This design comes from an exercise in tuning for small area, a short achievable clock period and few clock cycles per item on the open sky130 flow, not from production work. Function was checked by simulation only, so behaviour that the tests miss may differ from the original. Power is estimated from default activity; no workload was simulated.

## conv_requant_packer
module conv_requant_packer #(
  parameter int DATA_WIDTH = 8,
  parameter int ACC_WIDTH  = 32,
  parameter int BUS_WIDTH  = 128,
  parameter int ADDR_WIDTH = 18
) (
  input  logic                  clk,
  input  logic                  rst,
  input  logic                  start,
  input  logic [ADDR_WIDTH-1:0] cfg_base_addr,
  input  logic [15:0]           cfg_scale,
  input  logic [4:0]            cfg_shift,
  input  logic [1:0]            cfg_act_mode,
  input  logic [DATA_WIDTH-1:0] cfg_clip_max,
  output logic                  busy,
  output logic                  done,
  input  logic                  in_valid,
  output logic                  in_ready,
  input  logic [ACC_WIDTH-1:0]  in_acc,
  input  logic [ACC_WIDTH-1:0]  in_bias,
  input  logic                  in_last,
  output logic                  out_valid,
  input  logic                  out_ready,
  output logic [ADDR_WIDTH-1:0] out_addr,
  output logic [BUS_WIDTH-1:0]  out_data,
  output logic                  out_last,
  output logic [15:0]           sat_count
);
Settings: LEC_CHECK=0, ABC_AREA=1, CAP_MARGIN=20, CORE_MARGIN=2, CORE_UTILIZATION=40, GPL_ROUTABILITY_DRIVEN=0, SETUP_SLACK_MARGIN=3.9, SLEW_MARGIN=20, SYNTH_HIERARCHICAL=1, SYNTH_MINIMUM_KEEP_SIZE=0; clock period 7.5 ns.
standard.sh (not shown) runs the stock make flow with config.mk's settings and CLKGATE_MAP_FILE= SYNTH_SCRIPT=/design/flow/synth_recipe.tcl, a recipe that flattens the netlist after the stock synthesis.
==> flow/flow/run.sh <==
#!/bin/bash
set -euo pipefail
export BUFFER_PORTS_ARGS="-buffer_cell sky130_fd_sc_hd__buf_1"
bash standard.sh "BUFFER_PORTS_ARGS=$BUFFER_PORTS_ARGS" finish > flow_make.log 2>&1
Testbench counts at the start, summed over its fixed seeds: cycles 9,487, items 9,247.
==> next run, changes <==
--- a/flow/design.v
+++ b/flow/design.v
@@ -1529,19 +1529,12 @@
       if (cfg_mode_q == 2'b10 && act_val > cfg_clip_q) act_val = cfg_clip_q;
     end
   end
   assign wr        = s3_valid_q & adv;
   assign word_done = (idx_q == IDX_W'(LANES - 1)) | s3_last_q;
   assign zbyte     = (idx_q == '0) ? 8'd0 : act_val;
-  logic [ADDR_WIDTH-1:0] addr_inc;
-  logic [ADDR_WIDTH:0]   addr_c;
-  assign addr_c[0] = 1'b1;
-  for (genvar i = 0; i < ADDR_WIDTH; i++) begin : g_addr_inc
-    assign addr_inc[i] = addr_q[i] ^ addr_c[i];
-    assign addr_c[i+1] = addr_q[i] & addr_c[i];
-  end
   always_ff @(posedge clk) begin
     if (rst) begin
       busy_q      <= 1'b0;
       run_q       <= 1'b0;
       s1_valid_q  <= 1'b0;
       s2_valid_q  <= 1'b0;
@@ -1576,13 +1569,13 @@
       cfg_top_q   <= cfg_scale[15];
       cfg_shift_q <= cfg_shift;
       cfg_mode_q  <= cfg_act_mode;
       cfg_clip_q  <= cfg_clip_max;
     end
     if (start_ok)    addr_q <= cfg_base_addr;
-    else if (out_hs) addr_q <= addr_inc;
+    else if (out_hs) addr_q <= addr_q + ADDR_WIDTH'(1);
     if (adv) begin
       s1_bn_q   <= ~acc_sat;
       s1_last_q <= in_last;
       s2_a_q    <= ma;
       s2_c_q    <= mb;
       s2_last_q <= s1_last_q;
@@ -1595,23 +1588,17 @@
     if (wr && idx_q == '0) word_q[DATA_WIDTH-1:0] <= act_val;
     for (int l = 1; l < LANES; l++) begin
       if (wr && (idx_q == IDX_W'(l) || idx_q == '0))
         word_q[l*DATA_WIDTH +: DATA_WIDTH] <= zbyte;
     end
   end
-  logic [15:0] sat_cnt_q, sat_inc;
-  logic [16:0] sat_c;
-  assign sat_c[0] = 1'b1;
-  for (genvar i = 0; i < 16; i++) begin : g_sat_inc
-    assign sat_inc[i]  = sat_cnt_q[i] ^ sat_c[i];
-    assign sat_c[i+1]  = sat_cnt_q[i] & sat_c[i];
-  end
+  logic [15:0] sat_cnt_q;
   always_ff @(posedge clk) begin
     if (rst)                                          sat_cnt_q <= '0;
     else if (start_ok)                                sat_cnt_q <= '0;
-    else if (wr && sat && !sat_c[16]) sat_cnt_q <= sat_inc;   
+    else if (wr && sat && sat_cnt_q != 16'hFFFF) sat_cnt_q <= sat_cnt_q + 16'd1;
   end
   assign sat_count = sat_cnt_q;
 endmodule
 module rq_fa (input logic a, b, c, output logic s, co);
   assign s  = a ^ b ^ c;
   assign co = (a & b) | (a & c) | (b & c);
After rerunning: Register-to-register slack is worse by 0.08 ns; clock-buffer cell count went up by 10; total power is about the same; routed wire length grows slightly; global-route usage fell by 0.24 points; worst setup slack loses 0.029 ns.
Testbench counts after the change, summed over its fixed seeds: cycles 9,487, items 9,247.

==> afterwards: timing with drivers on the ports <==
No port has a modelled driver above. Below, the same layouts with a new extraction and two added sets of constraints. Step 1: set_driving_cell puts a clkbuf_16 on clk and a buf_2 on each other input, an assumption about the parent block. Step 2 moves the port delays by t, midway between the first and last clock arrival at a register: inputs arrive t later, outputs are due t later. That takes back most of the time a late clock gives input paths. a / b / c = ideal / step 1 / step 2; a / b = the first two.
run | t (ns) | slack for setup (ns) | worst register clock-pin slew, ns
the first run | 0.615 | 3.939 / 3.917 / 3.577 | 0.07 / 0.07
the second run | 0.636 | 3.909 / 3.909 / 3.551 | 0.07 / 0.07
After both steps every run listed still meets setup and hold. The setup slack of the first run, which loses most, moves by -0.022 ns with the drivers and by -0.362 ns with both steps.
